Source: an optimization exercise on an open RTL-to-GDS flow (aim: small area and a short achievable clock period). Production flows keep margins and buffers that such runs may drop.
Where RTL was checked, it was by simulation tests only, not by an equivalence proof against the original.
The RTL of run 5 was laid out without a check of its function.
Power and IR drop assume default switching activity.

## run.sh

```bash
#!/bin/bash
# synth_recipe.tcl (not shown) runs the flow's synth.tcl, then flattens the netlist and writes it again
# the make line also repeats each setting of config.mk as NAME=value (left out here)
make -C /OpenROAD-flow-scripts/flow DESIGN_CONFIG=/design/flow/config.mk WORK_HOME=/design/flow/orfs CLKGATE_MAP_FILE= SYNTH_SCRIPT=/design/flow/synth_recipe.tcl finish
```

## config.mk

```make
export PLATFORM = sky130hd
export DESIGN_NAME = dm_addr_gen
export DESIGN_NICKNAME = dm_addr_gen
export VERILOG_FILES = /design/flow/design.v
export SDC_FILE = /design/flow/constraint.sdc
export NUM_CORES = 4
export LEC_CHECK = 0
export CAP_MARGIN = 20
export CORE_MARGIN = 2
export CORE_UTILIZATION = 40
export SETUP_SLACK_MARGIN = 3.5
export SLEW_MARGIN = 20
```

## constraint.sdc

```tcl
create_clock -name core_clock -period 7.0 [get_ports {clk}]
set_input_delay 1.4000 -clock core_clock [delete_from_list [all_inputs] [get_ports {clk}]]
set_output_delay 1.4000 -clock core_clock [all_outputs]
set_load 0.01 [all_outputs]
```

## design.v

```verilog
module dm_addr_gen #(
    parameter int DMA_SIZE = 16,
    parameter int DMD_SIZE = 16,
    parameter int NREG     = 8
) (
    input  logic                clk,
    input  logic                reset,
    input  logic                ps_dg_en,
    input  logic                ps_dg_pre,
    input  logic [2:0]          ps_dg_ireg,
    input  logic [2:0]          ps_dg_mreg,
    input  logic                ps_dg_imm_en,
    input  logic [DMA_SIZE-1:0] ps_dg_imm,
    input  logic                ps_dg_wrt_en,
    input  logic [4:0]          ps_dg_wrt_add,
    input  logic                ps_dg_rd_en,
    input  logic [4:0]          ps_dg_rd_add,
    input  logic [DMD_SIZE-1:0] bc_dt,
    output logic [DMA_SIZE-1:0] dg_dm_add,
    output logic [DMD_SIZE-1:0] dg_bc_dt
);
    logic [NREG-1:0][15:0] i_d, m_d, l_d, b_d;    
    logic [NREG-1:0]       i_v, m_v, l_v, b_v;    
    logic [15:0] rd_val;
    logic [15:0] dm_add_q;
    logic [15:0] bc_dt_q;
    logic [15:0] i_cur, l_cur, b_cur, u;
    logic        s;
    logic [16:0] a_sum;       
    logic [15:0] r_l;         
    logic [17:0] t_cmp;       
    logic        do_wrap;
    logic [15:0] wrap;
    logic [NREG-1:0] si, sm;
    logic [4*NREG-1:0] sr;
    logic [4*NREG-1:0] v_all;
    logic [4*NREG-1:0][15:0] d_all;
    always_comb begin
        v_all = {b_v, l_v, m_v, i_v};
        d_all = {b_d, l_d, m_d, i_d};
        for (int k = 0; k < NREG; k++) begin
            si[k] = ps_dg_ireg == k[2:0];
            sm[k] = !ps_dg_imm_en && m_v[k] && ps_dg_mreg == k[2:0];
        end
        for (int j = 0; j < 4*NREG; j++)
            sr[j] = v_all[j] && ps_dg_rd_add == j[4:0];
        i_cur = '0;
        l_cur = '0;
        b_cur = '0;
        u     = ps_dg_imm_en ? ps_dg_imm : 16'd0;
        for (int k = 0; k < NREG; k++) begin
            i_cur |= (si[k] && i_v[k]) ? i_d[k] : 16'd0;
            l_cur |= (si[k] && l_v[k]) ? l_d[k] : 16'd0;
            b_cur |= (si[k] && b_v[k]) ? b_d[k] : 16'd0;
            u     |= sm[k] ? m_d[k] : 16'd0;
        end
        rd_val = '0;
        for (int j = 0; j < 4*NREG; j++)
            rd_val |= sr[j] ? d_all[j] : 16'd0;
    end
    always_comb begin
        s     = u[15];
        a_sum = {1'b0, i_cur} + {1'b0, u};
        r_l   = i_cur + u + (s ? l_cur : ~l_cur) + {15'd0, ~s};
        t_cmp = {2'b00, i_cur} + {2'b00, u} + {2'b11, ~b_cur} + 18'd1
              - (s ? 18'h10000 : {2'b00, l_cur});
        do_wrap = (l_cur != 16'd0) && (s ? (a_sum[16] && t_cmp[17]) : !t_cmp[17]);
        wrap    = do_wrap ? r_l : a_sum[15:0];
    end
    logic       wr_i, wr_m, wr_l, wr_b;
    logic       upd;
    always_comb begin
        wr_i = ps_dg_wrt_en && ps_dg_wrt_add[4:3] == 2'd0;
        wr_m = ps_dg_wrt_en && ps_dg_wrt_add[4:3] == 2'd1;
        wr_l = ps_dg_wrt_en && ps_dg_wrt_add[4:3] == 2'd2;
        wr_b = ps_dg_wrt_en && ps_dg_wrt_add[4:3] == 2'd3;
        upd  = ps_dg_en && !ps_dg_pre;
    end
    logic [NREG-1:0] sel_wi, sel_ui, sel_hi, sel_wm, sel_wl, sel_wb;
    always_comb begin
        for (int k = 0; k < NREG; k++) begin
            sel_wi[k] = (wr_i || wr_b) && ps_dg_wrt_add[2:0] == k[2:0];
            sel_ui[k] = !sel_wi[k] && upd && ps_dg_ireg == k[2:0];
            sel_hi[k] = !sel_wi[k] && !sel_ui[k];
            sel_wm[k] = wr_m && ps_dg_wrt_add[2:0] == k[2:0];
            sel_wl[k] = wr_l && ps_dg_wrt_add[2:0] == k[2:0];
            sel_wb[k] = wr_b && ps_dg_wrt_add[2:0] == k[2:0];
        end
    end
    always_ff @(posedge clk) begin
        for (int k = 0; k < NREG; k++) begin
            i_d[k] <= (sel_wi[k] ? bc_dt : 16'd0) | (sel_ui[k] ? wrap : 16'd0)
                    | (sel_hi[k] ? i_d[k] : 16'd0);
            if (sel_wm[k]) m_d[k] <= bc_dt;
            if (sel_wl[k]) l_d[k] <= bc_dt;
            if (sel_wb[k]) b_d[k] <= bc_dt;
        end
    end
    always_ff @(posedge clk or posedge reset) begin
        if (reset) begin
            i_v      <= '0;
            m_v      <= '0;
            l_v      <= '0;
            b_v      <= '0;
            dm_add_q <= '0;
            bc_dt_q  <= '0;
        end else begin
            for (int k = 0; k < NREG; k++) begin
                if (((wr_i || wr_b) && ps_dg_wrt_add[2:0] == k[2:0]) ||
                    (upd && ps_dg_ireg == k[2:0]))
                    i_v[k] <= 1'b1;
                if (wr_m && ps_dg_wrt_add[2:0] == k[2:0]) m_v[k] <= 1'b1;
                if (wr_l && ps_dg_wrt_add[2:0] == k[2:0]) l_v[k] <= 1'b1;
                if (wr_b && ps_dg_wrt_add[2:0] == k[2:0]) b_v[k] <= 1'b1;
            end
            if (ps_dg_en) dm_add_q <= ps_dg_pre ? a_sum[15:0] : i_cur;
            if (ps_dg_rd_en) bc_dt_q <= rd_val;
        end
    end
    assign dg_dm_add = dm_add_q;
    assign dg_bc_dt  = bc_dt_q;
endmodule
```

==> notes.md, run 1 <==
The initial core utilization came out at 0.4024. The final period utilization came out at 0.8942. The wire length of the first global-routing pass is between 200000 and 250000 um. The setup violation total in the final timing report came out at 0. The number of placement rows is 99.

The number of iterations in the first detailed-routing pass came out at 9. The fraction of the mapped netlist area in adder cells is 0.05895. The buffer type at the clock tree root is clkbuf_16.

The worst hold-check path type is reg2reg. The worst setup path is launched from an input port. The number of synthesized flops with an enable pin came out at 384. The CTS tree is done. The netlist uses a little over 80 different library cells.

The routed wire length came out at ~150000 um. The final weighted congestion in routability-driven placement came out at about 1.1. The critical path start-end classification is in2reg. The post-route setup TNS came out at 0 ns. A synthesized cell averages between 10 and 15 um^2. The number of flip-flops and latches in the synthesized netlist is approximately 580. The main combinational cell family by area after synthesis is compound AO/OA/AOI/OAI gates. The CTS clock-pin slew for the worst setup and hold paths came out at roughly 0.060 ns. In this run the number of H-tree levels came out at 3. Power comes to around 15000 uW. The number of design rule violations left after detail routing is 0. The detail route stage leaves a number of antenna-violating nets equal to 0. The mapped cell area came out at between 20000 and 30000 um^2.

The count of buffers added on input and output ports is between 80 and 90. Measured along the y axis, the die boundary spans ~270 um. Across all setup checks in the final design, the least slack found is roughly 0.74 ns.

The cell leakage power came out at between 0.01 and 0.015 uW. At the later pin of the worst-skew pair, clock insertion delay measures 0.64 ns. The synthesized netlist cell count is roughly 2600.

The count of synthesis-stage warnings from yosys is 1. Static timing analysis puts the maximum clock frequency at ~160 MHz. The worst setup path is captured at a register. Setup repair after global routing could not meet its margin everywhere. The register area share after synthesis is 0.5374. The total power per unit cell area came out at around 400 nW/um^2.

The area fraction in compound gates after synthesis came out at 0.2142. For this design, the sink count on the clock tree is ~580. For this design the top-level I/O count stands at 87. The transition time of the tightest slew-check pin came out at 1.139 ns.

The arrival time of the worst setup path came out at 6.77 ns. The footprint of the flip-flops and latches came out at around 16000 um^2. The total area inside the core boundary comes to roughly 73000 um^2.

The maximum clock path buffer count came out at 3. The required time of the critical path came out at around 7.5 ns. Summing all multi-input logic gate instances after layout gives around 14000 um^2. The worst relative slew slack is 0.2390. Across every metal layer, demand over resource in global routing totals 0.3950. The area fraction in and, or, nand and nor cells after synthesis is 0.1102.

After legalization and detailed placement, the total HPWL measured approximately 110000 um. The most used flip-flop cell after synthesis is edfxtp_1. The fraction of final layout cells sized beyond drive strength 1 came out at 0.2726. The worst hold slack after final layout came out at ~0.5 ns. The commonest non-fill, non-tap cell in the layout is edfxtp_1.

Of the post-synthesis cell area, the part taken by muxes is 0.03033. The flow ran to the end and the layout has no timing, DRC or antenna violations. Entering global routing, the biggest net connects approximately 50 pins. The average vias per placed instance came out at 6.952. The pre-CTS setup slack came out at -0.5357 ns. The count of final hold-check violations is 0. The tool flagged a number of max-cap violations equal to 0. The number of DRC violations after detailed-routing iteration 0 is a little under 5000.

In the layout the commonest cells are edfxtp_1, a22oi_1, buf_4. The fraction of synthesis flops using an asynchronous set or reset pin came out at 0.1111. The net count of the finished layout is between 3000 and 4000. The final critical path time including I/O delays and setup came out at 6.259 ns.

The layout filler cell count is ~6400. The detail-routed net length per standard cell is between 30 and 40 um. IR analysis of the VDD net gives a maximum drop of around 0.36 mV. The global route total overflow came out at 0. The maximum fanout along the worst path is 12. The number of buffers created by CTS came out at 67. From left edge to right edge, the die measures ~270 um.

The number of global-route vias before repair came out at around 26000. The net count of the mapped netlist is roughly 2700. Of the total synthesized cell area, the portion taken by XOR and XNOR cells is 0.008997. The final number of max-transition violations is 0.

The worst clock skew is 0.02136 ns. The die area is 75190 um^2. The initial antenna violation count came out at 11.

The area added between synthesis and finish is 28.03%. The total number of vias is approximately 27000.
## logic make-up (layout without fill, tap and decap cells)
| family | after synthesis | after routing |
|---|---|---|
| AOI/OAI and AO/OA | 856 | 856 |
| and+or+nand+nor | 622 | 622 |
| DFF | 576 | 576 |
| buffers and inverters | 300 | 648 |
| adders and majority gates | 110 | 110 |
| muxes | 78 | 78 |
| xor gates and xnor gates | 30 | 30 |
| other | 0 | 9 |
## power breakdown
| group | switching (uW) | internal [uW] |
|---|---|---|
| logic | 3630 | 3010 |
| registers | 773 | 4130 |
| clock network | 1560 | 2020 |
| total | 5970 | 9170 |
## routing by layer
layer,part of all wire,track usage,routed length (um),vias up
li1,-,-,-,10592
met1,0.36,0.4982,54590,13422
met2,0.41,0.5593,62070,2387
met3,0.15,0.1619,22600,623
met4,0.077,0.2493,11670,6
met5,0.00026,0,40,-
## per-stage QoR
| step | util | std cells | cell area, um^2 |
|---|---|---|---|
| finish | 0.5151 | 3888 | 37390 |
| floorplan | - | 2572 | 29700 |
| CTS | 0.5068 | 3867 | 36790 |
| global placement | 0.4623 | 3712 | 33560 |
| detailed placement | 0.4628 | 3714 | 33590 |
| global route | 0.5148 | 3879 | 37370 |
## flip-flops by register name (all words and copies together), names as in the netlist
name      count
b_d         128
b_v           8
bc_dt_q      16
dm_add_q     16
i_d         128
i_v           8
l_d         128
l_v           8
m_d         128
m_v           8
## final timing paths
check,start,endpoint,slack (ns),cells after the start
hold / removal,b_v[6]$_DFFE_PP0P_,b_v[6]$_DFFE_PP0P_,0.49,1
hold reg to reg,b_v[6]$_DFFE_PP0P_,b_v[6]$_DFFE_PP0P_,0.49,1
min in group asynchronous,reset,dm_add_q[13]$_DFFE_PP0P_,1.06,2
setup / recovery,ps_dg_ireg[0],i_d[43]$_DFF_P_,0.74,24
max in group asynchronous,reset,bc_dt_q[1]$_DFFE_PP0P_,4.66,3
setup reg to reg,l_v[4]$_DFFE_PP0P_,i_d[43]$_DFF_P_,1.31,25
## cell type report
type | count | area share
flip-flops and latches | 576 | 0.4198
multi-input cells | 1696 | 0.3745
repair buffers | 429 | 0.1051
clock buffers | 87 | 0.04792
well taps | 959 | 0.03209
clock inverters | 37 | 0.01044
inverters | 95 | 0.009570
diodes | 9 | 0.0006023
## critical path, stage by stage
cell and delay (ns):
buf_2 0.16, buf_6 0.18, nor2_1 0.16, buf_4 0.16
and3_1 0.78, buf_4 0.37, a22oi_1 0.14, and4_1 0.33
fa_1 0.53, ha_4 0.31, and3_4 0.17, nand3_2 0.08
or3_1 0.37, o21ai_2 0.09, a31oi_4 0.06, a211oi_4 0.34
nor4_4 0.09, buf_4 0.16, buf_12 0.14, buf_6 0.11
buf_6 0.10, buf_8 0.14, a211oi_4 0.24, o21ai_1 0.11
## cell usage after synthesis, types with 19 or more instances
cell type,n,area (um^2)
edfxtp_1,384,11530
a22oi_1,327,2455
nand2_1,180,675.7
clkbuf_1,174,653.1
dfxtp_1,128,2562
nor2_1,115,431.7
o21ai_0,109,545.5
inv_1,95,356.6
a22o_1,82,718.2
a21oi_1,78,390.4
a221oi_1,72,630.6
a21o_1,67,503.0
dfrtp_1,64,1602
ha_1,64,800.8
nand3_1,62,310.3
nand4_1,55,344.1
mux2i_1,53,530.5
and3_1,50,312.8
fa_1,46,920.9
or2_2,36,225.2
or3_1,26,162.7
a211oi_1,23,172.7
nor3_1,23,115.1
buf_1,19,71.32
## what timing repair did
item	4_1_cts	5_1_grt
endpoints found under the setup margin	164	160
resized for setup	241	105
hold buffers	0	0
pin swaps	67	55
setup buffers	29	12
==> run 2: changes to the inputs <==
--- a/design.v
+++ b/design.v
@@ -28,7 +28,6 @@
     logic        s;
     logic [16:0] a_sum;       
     logic [15:0] r_l;         
-    logic [17:0] t_cmp;       
     logic        do_wrap;
     logic [15:0] wrap;
     logic [NREG-1:0] si, sm;
@@ -58,13 +57,27 @@
         for (int j = 0; j < 4*NREG; j++)
             rd_val |= sr[j] ? d_all[j] : 16'd0;
     end
+    logic [17:0] cs1_s, cs1_c, cs2_s, cs2_c, cs3_s, cs3_c;
+    logic [17:0] t_n, t_p;
+    logic        lt_base, ge_end;
     always_comb begin
         s     = u[15];
         a_sum = {1'b0, i_cur} + {1'b0, u};
-        r_l   = i_cur + u + (s ? l_cur : ~l_cur) + {15'd0, ~s};
-        t_cmp = {2'b00, i_cur} + {2'b00, u} + {2'b11, ~b_cur} + 18'd1
-              - (s ? 18'h10000 : {2'b00, l_cur});
-        do_wrap = (l_cur != 16'd0) && (s ? (a_sum[16] && t_cmp[17]) : !t_cmp[17]);
+        cs1_s = {2'b00, i_cur} ^ {2'b00, u} ^ {2'b00, ~b_cur};
+        cs1_c = {(({1'b0, i_cur} & {1'b0, u}) | ({1'b0, i_cur} & {1'b0, ~b_cur})
+                | ({1'b0, u} & {1'b0, ~b_cur})), 1'b1};
+        cs2_s = cs1_s ^ cs1_c ^ {2'b00, ~l_cur};
+        cs2_c = {((cs1_s[16:0] & cs1_c[16:0]) | (cs1_s[16:0] & {1'b0, ~l_cur})
+                | (cs1_c[16:0] & {1'b0, ~l_cur})), 1'b1};
+        t_n   = cs1_s + cs1_c;
+        t_p   = cs2_s + cs2_c;
+        lt_base = !t_n[17];
+        ge_end  = t_p[17];
+        cs3_s = {2'b00, i_cur ^ u ^ (s ? l_cur : ~l_cur)};
+        cs3_c = {1'b0, ((i_cur & u) | (i_cur & (s ? l_cur : ~l_cur))
+                | (u & (s ? l_cur : ~l_cur))), ~s};
+        r_l   = 16'(cs3_s + cs3_c);
+        do_wrap = (l_cur != 16'd0) && (s ? (a_sum[16] && lt_base) : ge_end);
         wrap    = do_wrap ? r_l : a_sum[15:0];
     end
     logic       wr_i, wr_m, wr_l, wr_b;
==> flow/run.sh (new file) <==
#!/bin/bash
set -euo pipefail
cd "$(dirname "$0")/.."
export ADDER_MAP_FILE=
bash standard.sh > standard_flow.log 2>&1
==> standard.sh (new file) <==
#!/bin/bash
# synth_recipe.tcl (not shown) runs the flow's synth.tcl, then flattens the netlist and writes it again
# the make line also repeats each setting of config.mk as NAME=value (left out here)
make -C /OpenROAD-flow-scripts/flow DESIGN_CONFIG=/design/flow/config.mk WORK_HOME=/design/flow/orfs CLKGATE_MAP_FILE= SYNTH_SCRIPT=/design/flow/synth_recipe.tcl "${@:-finish}"
--- a/config.mk
+++ b/config.mk
@@ -5,8 +5,10 @@
 export SDC_FILE = /design/flow/constraint.sdc
 export NUM_CORES = 4
 export LEC_CHECK = 0
+export ABC_AREA = 1
 export CAP_MARGIN = 20
 export CORE_MARGIN = 2
 export CORE_UTILIZATION = 40
-export SETUP_SLACK_MARGIN = 3.5
+export SETUP_SLACK_MARGIN = 2.3
 export SLEW_MARGIN = 20
+export TNS_END_PERCENT = 5
removed: run.sh
==> run 2 against run 1 <==
  * Fmax increased by 27%
  * Clock power decreased by 2%
  * Still clean on timing, DRC and antenna
  * Highest routed layer unchanged
  * Global-route usage decreased by 3.7 points
  * Combinational power decreased by 28%
  * First-iteration DRC count increased by 9.3%
  * Via count increased by 23%
  * Register-to-register slack improved by 1.4 ns
  * Clock skew increased by 0.020 ns
  * Non-clock buffer count decreased by 93
  * Largest cell class unchanged
  * Flip-flop and latch count unchanged
  * Critical path type unchanged
  * Die area increased by 11%
  * Critical path depth decreased by 11
  * Critical endpoint is now bc_dt_q[0]$_DFFE_PP0P_
==> notes.md, run 2 <==
The count of synthesis-stage warnings from yosys is 1. The worst hold path was traced through 2 stages. The core footprint came out at just over 80000 um^2. The cell with the most instances after synthesis is nand2_1. Sorting the synthesized cells by how often they occur yields nand2_1, inv_1, nand3_1. The count of unique library cells instantiated by Yosys came out at between 50 and 60. The final critical path time including I/O delays and setup came out at 4.917 ns. The global route total overflow is 0. The worst reg2reg path endpoint is i_d[59]$_DFF_P_. In this run the remaining antenna-violating nets after routing total 0.

Entering global routing, the biggest net connects 48 pins. The most used flip-flop cell after synthesis is edfxtp_1. The tightest min-delay check is of the reg2reg type. In this run the deepest clock path goes through 3 buffers. The portion of synthesized area spent on multiplexers is 0.

For this run, design rule violations remaining after detail routing come to 0. The detailed router finished its first iteration with around 5300 violations. The transition time of the tightest slew-check pin is between 1 and 1.5 ns. The fraction of synthesized cell area taken by the top area cell type came out at 0.3536. The arrival time of the worst setup path is 5.42 ns.

The gate family responsible for the most delay along the worst path is buffers and inverters. The post-placement cell area is 35570 um^2. Detailed routing inserted a total of between 30000 and 40000 vias. The synthesized netlist cell count is ~4300. The logic depth of the worst register-to-register path came out at 24. Hold is met by slightly below 0.5 ns. The worst pin sits at a relative slew slack of 0.1215.

The initial core utilization is 0.4042. The critical path is of the in2reg type. By area, the combinational part of the netlist is dominated by simple AND/OR/NAND/NOR gates.

The number of buffers added to fix hold violations after cts is 0. TritonCTS built the clock tree. The count of H-tree levels built during CTS is 3. Ranked by total cell area, the synthesized netlist is headed by edfxtp_1, nand2_1, dfxtp_1. After filler insertion, the fill cell instance count of the layout stands at around 8000. The number of synthesized flops with an enable pin came out at about 380. In this run the critical register-to-register path is launched from i_v[2]$_DFFE_PP0P_. The aggregate global-route resource usage came out at 0.3581.

On the worst path, the slowest cell contributes a delay of approximately 0.86 ns. The fraction of final layout cells sized beyond drive strength 1 came out at 0.1410. The total of max-cap violations came out at 0. The cell leakage power came out at approximately 0.018 uW. The final weighted congestion in routability-driven placement came out at ~1.1. The average size of a mapped cell is 7.667 um^2. The run finished with no timing, DRC or antenna violations. The worst setup path is launched from an input port. The number of flip-flops and latches in the synthesized netlist is roughly 580. Between clock sinks in the finished design, the worst skew comes to about 0.042 ns. The setup violation total in the final timing report came out at 0.

The number of buffers and inverters on the critical path is 6. The startpoint identified for the worst hold timing path is l_v[5]$_DFFE_PP0P_. For this design, the sink count on the clock tree is ~580. The number of placement rows is about 100.

The area fraction in compound gates after synthesis came out at 0.1044. The post-route setup TNS is 0 ns. The die area is roughly 84000 um^2. The endpoint of the worst hold-timing path is l_v[5]$_DFFE_PP0P_. The number of global-route vias before repair came out at between 20000 and 30000. The floorplan step set the die width to approximately 290 um. Of the total synthesized cell area, the portion taken by XOR and XNOR cells is 0.01419. The count of final hold-check violations came out at 0.

Summed over all instances, the cell type with the most area after synthesis is edfxtp_1. Detailed placement finished with a half-perimeter wire length of between 100000 and 150000 um. The chip height is a little under 300 um. The net count of the finished layout is approximately 4600. The required time of the critical path came out at between 7 and 8 ns. The area added between synthesis and finish came out at 22.26%.

The largest individual stage delay along the critical path comes from the cell a2111oi_2. The routed design has 153400 um of wire. The port buffer count came out at 86. The wire length of the first global-routing pass is 214000 um. The fraction of synthesis flops using an asynchronous set or reset pin is 0.1111. The critical path goes through clkdlybuf4s50_1, buf_4, clkinv_1, nor3_1, inv_1, o21ai_0, a2111oi_2, nand4_1, nor4_2, buf_4, nand4_1, o21ai_0, inv_1. At the later pin of the worst-skew pair, clock insertion delay measures 0.65 ns. The worst-case IR drop observed on VDD is roughly 0.23 mV.

The number of iterations in the first detailed-routing pass came out at 6. The maximum fanout along the worst path came out at 17. Setup repair after global routing could not meet its margin everywhere. Timing would allow up to about 200 MHz.

The final period utilization is 0.7024. The total power per unit cell area came out at approximately 320 nW/um^2. The area fraction in and, or, nand and nor cells after synthesis came out at 0.3086.

The endpoint type of the worst setup path is a register. The initial antenna violation count is 3. Leaving out fill and tap cells, the most frequent cell in the layout is nand2_1. CTS placed an instance of clkbuf_16 at the clock tree root.

The detail-routed net length per standard cell is 27.08 um. The average vias per placed instance is a little under 6. The library cells used most frequently in the layout, excluding fill and tap cells, are nand2_1, inv_1, edfxtp_1. Once layout is done, the placed cells without fillers occupy ~40000 um^2. The final number of max-transition violations is 0.

The net count of the mapped netlist is approximately 4300. The CTS clock-pin slew for the worst setup and hold paths came out at 0.06 ns. Of the total synthesized cell area, the portion taken by full adders, half adders and majority gates is 0. The number of buffers created by CTS came out at 67. The number of placed I/O pins came out at 87. The mapped cell area is ~33000 um^2. For flop-to-flop paths, the worst setup slack is ~2.8 ns. The register area share after synthesis came out at 0.4812.
==> run 2: changes by cell type after synthesis, sizes merged, moves of 82 or more <==
cell    delta
o22ai     +94
a22oi    -309
inv      +542
nand2   +1155
nand3    +341
nand4     +82
clkbuf   -105
nor2     +262
==> run 2: layer usage <==
layer	vias to the layer above	track usage	wire (um)
met1	15710	0.4900	60190
met2	2321	0.5195	63910
met5	-	0	39
met3	418	0.09505	20290
li1	14798	-	-
met4	6	0.1864	9001
==> run 2: cell type report <==
type / count / area (um^2) / share of cell area
flip-flops and latches: 576 / 15700 / 0.3936
multi-input cells: 2915 / 15190 / 0.3811
repair buffers: 336 / 3018 / 0.07569
inverters: 653 / 2490 / 0.06245
clock buffers: 96 / 1897 / 0.04757
well taps: 1060 / 1326 / 0.03326
clock inverters: 25 / 239.0 / 0.005994
diodes: 3 / 7.507 / 0.0001883
repair inverters: 1 / 6.256 / 0.0001569
==> run 2: through the flow <==
step	cells	util	power [uW]	setup slack, ns
after floorplan	4254	-	6917	2.674
after global placement	5442	0.4406	8505	0.2231
after detailed placement	5443	0.4409	8498	0.2968
after CTS	5619	0.4814	12300	2.212
after global routing	5662	0.4941	13140	2.170
final	5665	0.4942	12630	2.083
==> run 2: worst min-delay path: stages (launching register included) <==
cell and delay [ns]:
dfrtp_1 0.34, inv_1 0.05, o21ai_0 0.06
==> run 2: power by group <==
| part | switching, uW | internal, uW | leakage (uW) |
|---|---|---|---|
| sequential | 295 | 4050 | 0.00520 |
| clock | 1560 | 1950 | 0.00105 |
| combinational | 3270 | 1500 | 0.0116 |
| total | 5130 | 7500 | 0.0178 |
==> run 2: how the worst max path moves through the flow <==
stage | endpoint | cells after the start | start
floorplan | i_d[102]$_DFF_P_ | 28 | ps_dg_ireg[1]
global placement | i_d[95]$_DFF_P_ | 23 | ps_dg_mreg[2]
detailed placement | i_d[11]$_DFF_P_ | 24 | ps_dg_mreg[2]
CTS | i_d[15]$_DFF_P_ | 24 | ps_dg_mreg[1]
global route | bc_dt_q[0]$_DFFE_PP0P_ | 13 | ps_dg_rd_add[4]
finish | bc_dt_q[0]$_DFFE_PP0P_ | 13 | ps_dg_rd_add[4]
==> run 2: cell families after synthesis <==
family          count (synthesis)
xor+xnor                       52
buf+inv                       765
simple gates                 2328
flops                         576
compound gates                533
==> run 2: repair_timing <==
item | in CTS | in global routing
setup buffers | 53 | 38
gates resized for setup | 195 | 158
pin swaps | 21 | 25
gates cloned | 2 | 5
setup endpoints to repair | 143 | 134
==> run 3: changes to the inputs <==
--- a/config.mk
+++ b/config.mk
@@ -8,7 +8,7 @@
 export ABC_AREA = 1
 export CAP_MARGIN = 20
 export CORE_MARGIN = 2
-export CORE_UTILIZATION = 40
+export CORE_UTILIZATION = 55
 export SETUP_SLACK_MARGIN = 2.3
 export SLEW_MARGIN = 20
 export TNS_END_PERCENT = 5
==> run 3 against run 2 <==
  * Die area down 27%
  * Critical path type unchanged
  * Largest cell class unchanged
  * Synthesized cell count unchanged
  * Clock power fell by 3%
  * Count of clock-buffer cells in the layout fell by 18
==> notes.md, run 3 <==
The run finished with no timing, DRC or antenna violations. The final layout contains routed wiring with a total length of roughly 150000 um. The number of iterations in the first detailed-routing pass is 11.

The number of buffers created by CTS came out at 66. The required time of the critical path came out at approximately 7.5 ns. The achievable frequency came out at 205.0 MHz.

The maximum fanout along the worst path is 16. Among all cell types in the netlist, the one instantiated most often is nand2_1. A synthesized cell averages ~7.7 um^2. The number of DRC violations after detailed-routing iteration 0 came out at approximately 5500. The number of placement rows is between 80 and 90. The final number of max-transition violations came out at 0. The layout filler cell count is around 5000. CTS placed an instance of clkbuf_16 at the clock tree root. The tool flagged a number of max-cap violations equal to 0. In the finished design, the share of the clock period the worst path needs comes to 0.6969. The kind of start point of the critical path is an input port. The number of nets with antenna violations after detailed routing is 0. The number of buffers added to fix hold violations after cts came out at 0. The worst hold-check path type is reg2reg. The detail-routed net length per standard cell came out at roughly 27 um. The port buffer count is 86. The detailed-placement wirelength estimate is 102300 um. In this run, synthesis produced a sequential element count of 576.

Global routing finished with a remaining overflow of 0. The cell count after synthesis came out at between 4000 and 5000. The number of nets in the final layout is ~4600.

The commonest non-fill, non-tap cell in the layout is nand2_1. The most used flip-flop cell after synthesis is edfxtp_1. For this block, the via count after detailed routing is between 30000 and 40000. Of the post-synthesis cell area, the dominant cell type holds 0.3536. The average vias per placed instance came out at just over 6. After clock tree synthesis, the clock-pin slew on the worst setup and hold paths is 0.06 ns. The setup violation total in the final timing report came out at 0. Traced cell by cell, the critical path runs through clkdlybuf4s50_1, clkinv_1, buf_4, nor3_1, buf_4, inv_1, o21ai_0, a221oi_1, nand4_1, nor3_1, o2111ai_1, o22ai_1, inv_1. Counting flops with a built-in enable in the synthesized netlist gives around 380.

Across the VDD grid, the largest voltage drop is 0.2693 mV. In this run the power density over the cells is roughly 320 nW/um^2. The number of sinks on the clock net is 576. The CTS tree is done.

The cell with the largest stage delay on the worst path is clkdlybuf4s50_1. The die area is ~61000 um^2. Entering global routing, the biggest net connects 54 pins. The count of final hold-check violations came to 0. The initial antenna violation count is 3. The cell leakage power is 0.01783 uW. The number of global-route vias before repair came out at 30104. The fraction of synthesis flops using an asynchronous set or reset pin came out at 0.1111. The count of unique library cells instantiated by Yosys came out at between 50 and 60. By startpoint and endpoint, the worst setup path is classified as in2reg. Across the routed clock network, the largest skew measured is a little under 0.03 ns. The mapped cell area came out at 32610 um^2. The biggest area contributor in the post-synthesis netlist is edfxtp_1. The core footprint came out at 58800 um^2.

The transition time of the tightest slew-check pin came out at 1.316 ns. The combined buffer and inverter count along the critical path came out at 6. For the final routed database, the setup TNS stands at 0 ns. The wire length of the first global-routing pass is 204100 um.

The count of H-tree levels built during CTS came out at 3. The initial core utilization is 0.5547. The number of placed I/O pins is 87. Measured against its own limit, the worst slew margin works out to 0.1172. For the worst setup path, the data arrival time is about 5.4 ns. The worst setup path is captured at a register. The final weighted congestion in routability-driven placement is about 1.1. Setup repair after global routing could not meet its margin everywhere.

The count of synthesis-stage warnings from yosys came out at 1. In the layout the commonest cells are nand2_1, inv_1, edfxtp_1. Counting along the longest clock path gives a buffer depth of 3. The critical path's largest stage delay came out at roughly 0.76 ns. The worst path in the final design needs a cycle of approximately 4.9 ns, including I/O delays and setup. The fraction of final layout cells sized beyond drive strength 1 came out at 0.1408. The register area share after synthesis is 0.4812. The area added between synthesis and finish is 20.64%. In the routed design, unresolved DRC markers number 0.

By area the synthesized netlist is led by edfxtp_1, nand2_1, dfxtp_1. The kind of cell with the highest combined delay along the critical path is buffers and inverters. The clock latency of the later-clocked register in the worst-skew pair is 0.63 ns. The die outline width is 247.5 um.

The number of nets handed over by synthesis was ~4300. At the end of the flow the core is filled with cells to 0.6692. Counting instances in the post-synthesis netlist gives the leading cell types as nand2_1, inv_1, nand3_1. The die is around 250 um tall. The aggregate global-route resource usage is 0.4673.
## run 3: path summary, 6_finish.rpt
kind | start | endpoint | slack, ns | depth (start not counted)
worst max-delay path | ps_dg_rd_add[4] | bc_dt_q[2]$_DFFE_PP0P_ | 2.12 | 13
worst min-delay path | l_v[6]$_DFFE_PP0P_ | l_v[6]$_DFFE_PP0P_ | 0.49 | 2
worst max register to register | i_v[1]$_DFFE_PP0P_ | i_d[55]$_DFF_P_ | 2.84 | 28
worst min register to register | l_v[6]$_DFFE_PP0P_ | l_v[6]$_DFFE_PP0P_ | 0.49 | 2
max in group asynchronous | reset | bc_dt_q[14]$_DFFE_PP0P_ | 4.76 | 3
min in group asynchronous | reset | dm_add_q[12]$_DFFE_PP0P_ | 1.05 | 2
## run 3: area by class of cell
type / instances / area [um^2] / share of cell area
Clock inverter: 42 / 327.8 / 0.008332
Antenna cell: 4 / 10.01 / 0.0002544
Inverter: 653 / 2489 / 0.06325
Sequential cell: 576 / 15700 / 0.3989
Timing Repair Buffer: 338 / 2898 / 0.07365
Clock buffer: 78 / 1747 / 0.04440
Tap cell: 773 / 967.2 / 0.02458
Multi-Input combinational cell: 2914 / 15210 / 0.3866
## run 3: per-layer routing
layer | track usage | vias up | wire length, um
met2 | 0.6692 | 2705 | 59680
met4 | 0.3063 | 2 | 11810
li1 | - | 14790 | -
met1 | 0.5943 | 15445 | 51400
met3 | 0.1693 | 607 | 22570
met5 | 0.005564 | - | 41
## run 3: logic make-up (layout without fill, tap and decap cells)
family / count (synthesis) / after routing / share of synthesized area
XOR/XNOR: 52 / 52 / 0.01419
buffers and inverters: 765 / 1111 / 0.09150
AO/OA/AOI/OAI: 533 / 533 / 0.1044
AND/OR/NAND/NOR: 2328 / 2329 / 0.3086
other: 0 / 4 / 0
flip-flops: 576 / 576 / 0.4812
## run 3: timing repair
| item | in CTS | in global routing |
|---|---|---|
| pin swaps | 16 | 42 |
| endpoints found under the setup margin | 142 | 141 |
| buffers inserted | 41 | 43 |
| gates cloned | 0 | 1 |
| gates resized for setup | 140 | 229 |
## run 3: worst reg2reg max path, delay by kind of cell, from the launching register on
family / cells / cell delay [ns]
AND/OR/NAND/NOR: 22 / 2.50
flip-flops: 1 / 0.70
buffers and inverters: 6 / 0.83
## run 3: stage by stage
stage	instance area, um^2	cells	hold WS, ns	power [uW]	setup slack (ns)
global placement	35270	5168	0.4635	8422	0.4759
finish	39340	5378	0.4865	12500	2.122
CTS	38160	5330	0.4868	12030	2.215
detailed placement	35300	5169	0.4730	8423	0.4283
global route	39330	5374	0.5132	12940	2.102
floorplan	32610	4254	0.4394	6917	2.674
## run 3: report_power, final
group,internal [uW],switching (uW)
sequential,4050,320
combinational,1480,3240
clock,1910,1500
==> run 4: changes to the inputs <==
--- a/config.mk
+++ b/config.mk
@@ -9,6 +9,6 @@
 export CAP_MARGIN = 20
 export CORE_MARGIN = 2
 export CORE_UTILIZATION = 55
-export SETUP_SLACK_MARGIN = 2.3
+export SETUP_SLACK_MARGIN = 2.6
 export SLEW_MARGIN = 20
 export TNS_END_PERCENT = 5
==> run 4 against run 3 <==
  * Still clean
  * Worst setup slack gained 0.20 ns
  * Critical path depth grew 3
  * Die area is the same
  * Routed wire length grew 2.1%
  * Clock skew shrank 0.0030 ns
  * Sequential share of layout area shrank 1.8 points
  * Global-route usage grew 0.28 points
  * Non-clock buffer count grew 64
==> notes.md, run 4 <==
The flow ran to the end and the layout has no timing, DRC or antenna violations. The critical path goes through clkdlybuf4s50_1, nor2_1, inv_1, nor2_1, inv_1, nor3_1, buf_4, inv_1, o21ai_0, a2111oi_1, buf_4, nand4_1, nor4_4, nand4_1, o21ai_0, inv_1. The clock latency of the later-clocked register in the worst-skew pair is 0.64 ns. Counting instances in the post-synthesis netlist gives the leading cell types as nand2_1, inv_1, nand3_1. The aggregate global-route resource usage came out at 0.4701. At the worst endpoint, the required time is roughly 7.5 ns. Subtracting the final worst setup slack from the clock period gives roughly 4.7 ns. The pre-CTS setup slack is around 0.43 ns. Synthesis produced around 4300 cells. STA classifies the critical path endpoint as a register. TritonCTS built the clock tree. Measured on the finished design, the core utilization comes to 0.7012.

STA classifies the critical path startpoint as an input port. The average vias per placed instance is approximately 6.3. The fraction of synthesized cell area taken by the top area cell type is 0.3536.

After synthesis, the mean cell area works out to around 7.7 um^2. After routing, the total negative slack on setup checks comes to 0 ns. The number of nets in the final layout came out at ~4700.

The wire length of the first global-routing pass came out at 205700 um. The port buffer count is 86. The cell leakage power came out at roughly 0.018 uW.

The setup slack of the critical path after layout came out at between 2 and 2.5 ns. The layout filler cell count came out at around 4700. The number of sinks on the clock net came out at about 580.

The buffer type at the clock tree root is clkbuf_16. The number of placed I/O pins is 87. The synthesized netlist occupies a cell area of about 33000 um^2. The detail-routed net length per standard cell came out at 27.30 um. The net count of the mapped netlist came out at about 4300. The achievable frequency came out at 213.6 MHz. The count of unique library cells instantiated by Yosys came out at 55. The die area is just over 60000 um^2. The total power per unit cell area came out at between 300 and 400 nW/um^2. The final number of max-transition violations is 0. The worst relative slew slack came out at 0.1264. The internal power summed over all cells is 7681 uW. The number of design rule violations left after detail routing came out at 0. The routed length on met1 came out at ~52000 um. The setup violation total in the final timing report is 0. The critical path's largest stage delay is between 0.6 and 0.7 ns. The number of buffers created by CTS came out at 66. IR analysis of the VDD net gives a maximum drop of 0.2664 mV. The number of synthesized flops with an enable pin came out at 384. The die is between 200 and 250 um wide. The number of buffers added to fix hold violations after cts came out at 0.

At the end of routability-driven placement, the weighted congestion stood at 1.115. The worst clock skew is between 0.02 and 0.03 ns. The global route total overflow came out at 0. The tool flagged a number of max-cap violations equal to 0. The library cells used most frequently in the layout, excluding fill and tap cells, are nand2_1, inv_1, edfxtp_1. The met3 wire length is approximately 23000 um. For this block, the initial DRC count from the detailed router was ~5300. Setup repair after global routing could not meet its margin everywhere.

edfxtp_1 takes more of the synthesized area than any other cell. The arrival time of the worst setup path is about 5.2 ns. The library cell used most frequently in the layout, excluding fill and tap cells, is nand2_1. Among all flip-flop cells after synthesis, the most frequent one is edfxtp_1.

The number of global-route vias before repair is between 30000 and 40000. The count of H-tree levels built during CTS is 3. By instance count, the cell type seen most on the critical path is inv_1. The critical path is of the in2reg type.

The chip height came out at ~250 um. The detailed-placement wirelength estimate came out at about 100000 um. The initial core utilization came out at 0.5547.

The slowest stage of the critical path belongs to the cell nor4_4. The number of placement rows came out at about 90. The switching power came out at between 5000 and 6000 uW. In this run the remaining antenna-violating nets after routing total 0. The total number of vias came out at approximately 34000. The routed wire length came out at 148600 um.

Wire segments on met2 add up to a little over 60000 um in the final route. The CTS clock-pin slew for the worst setup and hold paths is about 0.06 ns. Together, buffers and inverters on the worst path number 7. The core region is just under 60000 um^2. Of the cells placed in the final design, the portion with a size suffix greater than 1 is 0.1910.

The pin count of the biggest net entering global routing came out at 54. Of the total power, the share spent switching nets is 0.4086. The synthesized design contains roughly 580 register bits. The count of synthesis-stage warnings from yosys is 1. The initial antenna violation count came out at 3.

Grouping stages by cell kind, the critical path spends the most delay in buffers and inverters. The count of final hold-check violations came out at 0. The maximum clock path buffer count came out at 3. Sorting the synthesized cells by area gives the leading types as edfxtp_1, nand2_1, dfxtp_1. The transition time of the tightest slew-check pin came out at between 1 and 1.5 ns.

Among all cell types in the netlist, the one instantiated most often is nand2_1. The number of iterations in the first detailed-routing pass is 9. Of all nets on the critical path, the largest fanout is 11. The combinational fraction of design power is 0.401.

The area added between synthesis and finish is 26.41%. The tightest min-delay check is of the reg2reg type. The final period utilization is 0.6688. In this run the top signal layer used is met5. The fraction of synthesis flops using an asynchronous set or reset pin came out at 0.1111.

The clock share of power is 0.263. Of the total power, registers draw 0.336. The register area share after synthesis came out at 0.4812.
run 4: cell counts after synthesis:
No cell type changed its count.
run 4: layout make-up:
type / count / area, um^2 / share of cell area
Antenna cell: 4 / 10.01 / 0.0002428
Clock buffer: 78 / 1747 / 0.04237
Clock inverter: 42 / 327.8 / 0.007951
Inverter: 653 / 2514 / 0.06097
Multi-Input combinational cell: 2914 / 16260 / 0.3944
Sequential cell: 576 / 15700 / 0.3807
Tap cell: 773 / 967.2 / 0.02346
Timing Repair Buffer: 402 / 3700 / 0.08974
Timing Repair inverter: 1 / 7.507 / 0.0001821
run 4: stage by stage:
stage / cell area [um^2] / power, uW / hold WS [ns] / cells
floorplan: 32610 / 6917 / 0.4394 / 4254
global placement: 35270 / 8422 / 0.4635 / 5168
detailed placement: 35300 / 8423 / 0.4730 / 5169
CTS: 38940 / 12170 / 0.4868 / 5365
global route: 41220 / 13420 / 0.5132 / 5439
finish: 41230 / 12990 / 0.4841 / 5443
run 4: repair_timing:
item | in CTS | in global routing
cloned | 2 | 2
pin swaps | 34 | 140
endpoints found under the setup margin | 147 | 141
resized for setup | 280 | 410
setup buffers | 74 | 72
run 4: worst min-delay path, stage by stage, from the launching register on:
cell and delay (ns):
dfrtp_1 0.34, inv_1 0.05, o21ai_0 0.06
run 4: cells by family (layout without fill, tap and decap cells):
logic type                after synthesis  after routing  synth area share
and+or+nand+nor                      2328           2329            0.3086
buffers and inverters                 765           1176           0.09150
DFF                                   576            576            0.4812
AOI/OAI and AO/OA                     533            533            0.1044
xor gates and xnor gates               52             52           0.01419
other                                   0              4                 0
run 4: power by group through the flow:
stage,Combinational [uW],Sequential (uW),Clock [uW]
4_1_cts,4430,4340,3390
2_1_floorplan,2590,4320,0
3_5_place_dp,4020,4400,0
6_report,5210,4370,3410
5_1_grt,5510,4390,3520
3_3_place_gp,4000,4420,0
run 4: per-layer routing:
layer,global-route usage,up-vias
li1,-,14937
met1,0.5858,15780
met2,0.6783,2741
met3,0.1774,699
met4,0.3131,6
met5,0.01749,-
run 4: path summary, 6_finish.rpt:
path / cells past startpoint / to / slack (ns) / start
setup reg to reg: 25 / i_d[41]$_DFF_P_ / 2.94 / i_v[1]$_DFFE_PP0P_
setup / recovery: 16 / bc_dt_q[0]$_DFFE_PP0P_ / 2.32 / ps_dg_rd_add[0]
hold / removal: 2 / l_v[6]$_DFFE_PP0P_ / 0.48 / l_v[6]$_DFFE_PP0P_
max in group asynchronous: 3 / bc_dt_q[14]$_DFFE_PP0P_ / 4.76 / reset
min in group asynchronous: 2 / dm_add_q[12]$_DFFE_PP0P_ / 1.04 / reset
hold reg to reg: 2 / l_v[6]$_DFFE_PP0P_ / 0.48 / l_v[6]$_DFFE_PP0P_
==> run 5: changes to the inputs <==
==> design.v (replaced) <==
module dm_addr_gen #(
    parameter int DMA_SIZE = 16,
    parameter int DMD_SIZE = 16,
    parameter int NREG     = 8
) (
    input  logic                clk,
    input  logic                reset,
    input  logic                ps_dg_en,
    input  logic                ps_dg_pre,
    input  logic [2:0]          ps_dg_ireg,
    input  logic [2:0]          ps_dg_mreg,
    input  logic                ps_dg_imm_en,
    input  logic [DMA_SIZE-1:0] ps_dg_imm,
    input  logic                ps_dg_wrt_en,
    input  logic [4:0]          ps_dg_wrt_add,
    input  logic                ps_dg_rd_en,
    input  logic [4:0]          ps_dg_rd_add,
    input  logic [DMD_SIZE-1:0] bc_dt,
    output logic [DMA_SIZE-1:0] dg_dm_add,
    output logic [DMD_SIZE-1:0] dg_bc_dt
);
    logic [NREG-1:0][15:0] i_reg;
    logic [NREG-1:0][15:0] m_reg;
    logic [NREG-1:0][15:0] l_reg;
    logic [NREG-1:0][15:0] b_reg;
    logic [15:0] dm_add_q;
    logic [15:0] bc_dt_q;
    logic [15:0] i_cur, l_cur, b_cur, u;
    logic        s;
    logic [16:0] a_sum;       
    logic [15:0] r_l;         
    logic [17:0] t_cmp;       
    logic        do_wrap;
    logic [15:0] wrap;
    always_comb begin
        i_cur = i_reg[ps_dg_ireg];
        l_cur = l_reg[ps_dg_ireg];
        b_cur = b_reg[ps_dg_ireg];
        u     = ps_dg_imm_en ? ps_dg_imm : m_reg[ps_dg_mreg];
        s     = u[15];
        a_sum = {1'b0, i_cur} + {1'b0, u};
        r_l   = i_cur + u + (s ? l_cur : ~l_cur) + {15'd0, ~s};
        t_cmp = {2'b00, i_cur} + {2'b00, u} + {2'b11, ~b_cur} + 18'd1
              - (s ? 18'h10000 : {2'b00, l_cur});
        do_wrap = (l_cur != 16'd0) && (s ? (a_sum[16] && t_cmp[17]) : !t_cmp[17]);
        wrap    = do_wrap ? r_l : a_sum[15:0];
    end
    logic [15:0] rd_val;
    always_comb begin
        case (ps_dg_rd_add[4:3])
            2'd0:    rd_val = i_reg[ps_dg_rd_add[2:0]];
            2'd1:    rd_val = m_reg[ps_dg_rd_add[2:0]];
            2'd2:    rd_val = l_reg[ps_dg_rd_add[2:0]];
            default: rd_val = b_reg[ps_dg_rd_add[2:0]];
        endcase
    end
    always_ff @(posedge clk or posedge reset) begin
        if (reset) begin
            i_reg    <= '0;
            m_reg    <= '0;
            l_reg    <= '0;
            b_reg    <= '0;
            dm_add_q <= '0;
            bc_dt_q  <= '0;
        end else begin
            if (ps_dg_en) begin
                if (ps_dg_pre) begin
                    dm_add_q <= a_sum[15:0];
                end else begin
                    dm_add_q          <= i_cur;
                    i_reg[ps_dg_ireg] <= wrap;
                end
            end
            if (ps_dg_wrt_en) begin
                case (ps_dg_wrt_add[4:3])
                    2'd0: i_reg[ps_dg_wrt_add[2:0]] <= bc_dt;
                    2'd1: m_reg[ps_dg_wrt_add[2:0]] <= bc_dt;
                    2'd2: l_reg[ps_dg_wrt_add[2:0]] <= bc_dt;
                    default: begin
                        b_reg[ps_dg_wrt_add[2:0]] <= bc_dt;
                        i_reg[ps_dg_wrt_add[2:0]] <= bc_dt;
                    end
                endcase
            end
            if (ps_dg_rd_en) begin
                bc_dt_q <= rd_val;
            end
        end
    end
    assign dg_dm_add = dm_add_q;
    assign dg_bc_dt  = bc_dt_q;
endmodule
==> run.sh (new file) <==
#!/bin/bash
# synth_recipe.tcl (not shown) runs the flow's synth.tcl, then flattens the netlist and writes it again
# the make line also repeats each setting of config.mk as NAME=value (left out here)
make -C /OpenROAD-flow-scripts/flow DESIGN_CONFIG=/design/flow/config.mk WORK_HOME=/design/flow/orfs CLKGATE_MAP_FILE= SYNTH_SCRIPT=/design/flow/synth_recipe.tcl finish
==> config.mk (replaced) <==
export PLATFORM = sky130hd
export DESIGN_NAME = dm_addr_gen
export DESIGN_NICKNAME = dm_addr_gen
export VERILOG_FILES = /design/flow/design.v
export SDC_FILE = /design/flow/constraint.sdc
export NUM_CORES = 4
export LEC_CHECK = 0
export CAP_MARGIN = 20
export CORE_MARGIN = 2
export CORE_UTILIZATION = 40
export SLEW_MARGIN = 20
removed: flow/run.sh
removed: standard.sh
==> run 5 against run 4 <==
  * Synthesized area grew 1.5%
  * Cell count shrank 20%
  * Synthesized cell count shrank 27%
  * Flip-flop and latch count shrank 32
  * Final area shrank 6.8%
  * Count of clock-buffer cells in the layout grew 12
  * Critical path depth grew 8
  * Clock power shrank 6%
  * Die area grew 39%
  * First-iteration DRC count shrank 22%
  * Routed wire length shrank 0.46%
  * Critical endpoint is now i_reg[109]$_DFF_PP0_
  * Largest cell class unchanged
  * Highest routed layer unchanged
==> notes.md, run 5 <==
The logic depth of the worst register-to-register path came out at 23. TritonCTS built the clock tree. The initial antenna violation count is 10. The worst reg2reg path endpoint is i_reg[109]$_DFF_PP0_.

The first TritonRoute pass finished after 5 iterations. The number of buffers added for setup after CTS came out at 0. Synthesis instantiated roughly 70 different standard cells from the library.

The wire length of the first global-routing pass is 211000 um. The highest metal layer with signal wires is met5. The origin of the critical flop-to-flop path is m_reg[15]$_DFFE_PP0P_. The die is just under 300 um tall. The net count of the finished layout is between 3000 and 4000. The final period utilization is 0.9588.

Of all cell types, the one taking the most synthesized area is dfrtp_1. Ranked by instance count, the synthesized netlist is headed by nand2_1, dfrtp_1, o21ai_0. The die area is 85040 um^2. The routed length on met1 is between 50000 and 60000 um. After technology mapping, the gate count stands at ~3100. For the worst setup path, the data arrival time is roughly 7.2 ns. The initial core utilization is 0.4036.

The net count of the mapped netlist came out at roughly 3300. The worst relative slew slack is 0.1700. The min-delay analysis places its worst path in the category reg2reg. The total power per unit cell area came out at between 400 and 500 nW/um^2. Using the TritonRoute via totals, the vias-per-cell ratio works out to about 6.7. From synthesis to final layout, the design area changed by 16.18%. The detail-routed net length per standard cell is approximately 34 um.

The top cell types in the final layout, fill and taps aside, are nand2_1, dfrtp_1, o21ai_0. Before CTS, the worst setup slack after placement is -0.4922 ns. The total number of vias is about 29000. After floorplanning, the core was sized to cover just over 80000 um^2. The port buffer count came out at 86. The final total power is roughly 16000 uW. The clock period could shrink to ~6.7 ns. The met3 wire length came out at 21700 um. In the post-synthesis netlist, the biggest area contributors are dfrtp_1, mux4_2, nand2_1. The maximum ir drop on the vdd rail is approximately 0.33 mV. The buffer type at the clock tree root is clkbuf_16. The number of sinks on the clock net is approximately 540. The number of global-route vias before repair is approximately 28000.

The number of DRC violations after detailed-routing iteration 0 is 4142. Entering global routing, the biggest net connects about 160 pins. The number of placed instances, taps included, is roughly 4300. Global routing finished with a remaining overflow of 0.

The number of buffers created by CTS is between 60 and 70. The endpoint type of the worst setup path is a register. The critical path is of the in2reg type. Once detail routing completed, the nets flagged for antenna violations numbered 0. After synthesis, the share of flip-flops with an asynchronous set or reset is 1.000.

The worst hold path begins at m_reg[109]$_DFFE_PP0P_. For this run, the total global-route usage over all layers was measured as 0.3455. The achievable frequency came out at 149.0 MHz.

The run finished with no timing, DRC or antenna violations. The mapped cell area is around 33000 um^2. Clock latency on the worst-skew pair, taken at its later pin, is a little under 0.7 ns. Measured along the x axis, the die boundary spans slightly below 300 um. The final number of max-transition violations is 0.

The maximum fanout along the worst path is 21. The detailed-placement wirelength estimate came out at ~99000 um. The share of the Yosys chip area taken by registers is 0.4114. The number of flip-flops and latches in the synthesized netlist came out at around 540. Setup repair after global routing left no endpoint under its margin.

The required time of the critical path came out at 7.52 ns. The count of cells in the finished layout, fillers not included, comes to around 4400. The fraction of synthesized cell area taken by the top area cell type is 0.4114. Leaving out fill and tap cells, the most frequent cell in the layout is nand2_1. Counting instances, the worst hold path has a depth of 2.

The worst clock skew is ~0.031 ns. The core utilization of the finished layout came out at 0.4689. In this run the count of I/O pins placed on the die edge is slightly below 90. In the detailed route, the total length drawn on met2 is between 60000 and 70000 um.

The cell leakage power came out at 0.01694 uW. The number of synthesized flops with an enable pin is 0. The number of design rule violations left after detail routing is 0. The count of synthesis-stage warnings from yosys came out at 1.

The number of placement rows is about 110. The CTS clock-pin slew for the worst setup and hold paths came out at 0.06 ns. The final weighted congestion in routability-driven placement is just under 1. In the final layout, the share of cells above drive strength 1 is 0.1975. The clock passes through at most 3 buffers. The count of H-tree levels built during CTS came out at 2. The setup violation total in the final timing report came out at 0. For hold timing, the worst endpoint is m_reg[109]$_DFFE_PP0P_.

For this run, the leading register cell type out of synthesis is dfrtp_1. STA classifies the critical path startpoint as an input port. The setup slack of the critical path after layout is roughly 0.29 ns. For the pin with the worst max-slew slack, the measured transition is approximately 1.2 ns. The routed wire length came out at ~150000 um. In the post-synthesis netlist, the cell with the most instances is nand2_1.

Across the run, the number of max-cap violations was 0. The worst-case register-to-register setup slack came out at 0.79 ns. The count of final hold-check violations came out at 0.

Dividing the synthesized area by the synthesized cell count gives ~11 um^2.
[run 5: cell type report]
cell class / instances / area [um^2]
multi-input combinational: 2186 / 18140
inverter: 165 / 623.1
sequential: 544 / 13610
clock buffer: 90 / 1785
timing repair buffer: 300 / 2769
fill: 7590 / 43540
tap: 1070 / 1339
antenna: 3 / 7.507
clock inverter: 17 / 162.7
[run 5: cells by family after synthesis]
kind of cell / synth area share
simple gates: 0.1130
compound gates: 0.1517
flops: 0.4114
buf+inv: 0.04587
mux: 0.2136
fa+ha+maj: 0.05853
xor+xnor: 0.005823
[run 5: timing repair]
item,4_1_cts,5_1_grt
hold buffers,0,0
setup endpoints to repair,0,70
gates resized for setup,0,2
[run 5: per-stage QoR]
stage	hold WS, ns	area (um^2)	setup TNS, ns
floorplan	0.4609	33110	-979.16
global placement	0.4761	36480	-28.52
detailed placement	0.4884	36480	-35.60
CTS	0.5011	38420	0
global route	0.5289	38440	0
finish	0.4978	38440	0
[run 5: routing by layer]
metal	up-vias	track usage
met3	554	0.1459
met4	12	0.1939
li1	11717	-
met1	14777	0.4476
met5	-	0
met2	2232	0.4860
[run 5: how the worst max path moves through the flow]
stage,from,to,slack (ns),cells after the start
finish,ps_dg_mreg[0],i_reg[109]$_DFF_PP0_,0.29,24
global route,ps_dg_mreg[0],i_reg[109]$_DFF_PP0_,0.06,23
CTS,ps_dg_mreg[0],i_reg[109]$_DFF_PP0_,0.19,24
detailed placement,ps_dg_mreg[0],i_reg[109]$_DFF_PP0_,-0.49,24
global placement,ps_dg_mreg[0],i_reg[109]$_DFF_PP0_,-0.45,24
floorplan,reset,b_reg[0]$_DFFE_PP0P_,-1.80,1
[run 5: where the power goes]
group / leakage (uW) / internal [uW] / switching, uW
logic: 0.00882 / 3510 / 4490
clock network: 0.000957 / 1790 / 1430
registers: 0.00717 / 3910 / 700
[run 5: worst max-delay path: stages]
cell	delay [ns]
buf_2	0.15
mux4_2	0.55
mux2i_4	0.32
buf_4	0.17
o21a_1	0.15
buf_12	0.18
ha_1	0.17
inv_1	0.05
fa_1	0.53
inv_1	0.05
fa_1	0.47
inv_1	0.04
ha_1	0.29
nand3_1	0.10
nor4_1	0.27
and4_1	0.30
nor3_1	0.07
buf_4	0.14
nor4b_4	0.34
mux2_2	0.42
nand2_1	0.20
mux2i_1	0.40
buf_4	0.28
o221ai_1	0.14

==> what the ideal ports hide <==
The results above use ideal ports. As a check the final layouts listed here were re-extracted and re-timed, cells and wires unchanged.
Step 1, drivers: a clkbuf_16 drives clk and a buf_2 each remaining input, both assumed.
Step 2 also shifts input and output timing later by t, the mid clock arrival at the registers, as if the neighbouring blocks saw the same clock.
Slacks: ideal ports / drivers / drivers and shift; pairs: ideal ports / drivers.
run	t (ns)	setup slack, ns	worst hold slack (ns)	clock arrival spread, ns	worst slew at a driven data input, ns
run 1	0.688	0.741 / 0.780 / 0.092	0.491 / 0.491 / 0.491	0.022 / 0.022	0.07
run 2	0.699	2.083 / 2.127 / 1.428	0.487 / 0.487 / 0.487	0.041 / 0.042	0.13
run 3	0.692	2.122 / 2.159 / 1.467	0.487 / 0.487 / 0.487	0.030 / 0.030	0.04
run 4	0.693	2.318 / 2.357 / 1.664	0.484 / 0.484 / 0.484	0.027 / 0.028	0.06
run 5	0.730	0.288 / 0.305 / -0.425	0.498 / 0.498 / 0.498	0.032 / 0.031	0.06
With both steps, setup timing fails in run 5, where it was met with ideal ports. The setup slack of run 5, which loses most, moves by +0.017 ns with the drivers and by -0.713 ns with both steps.
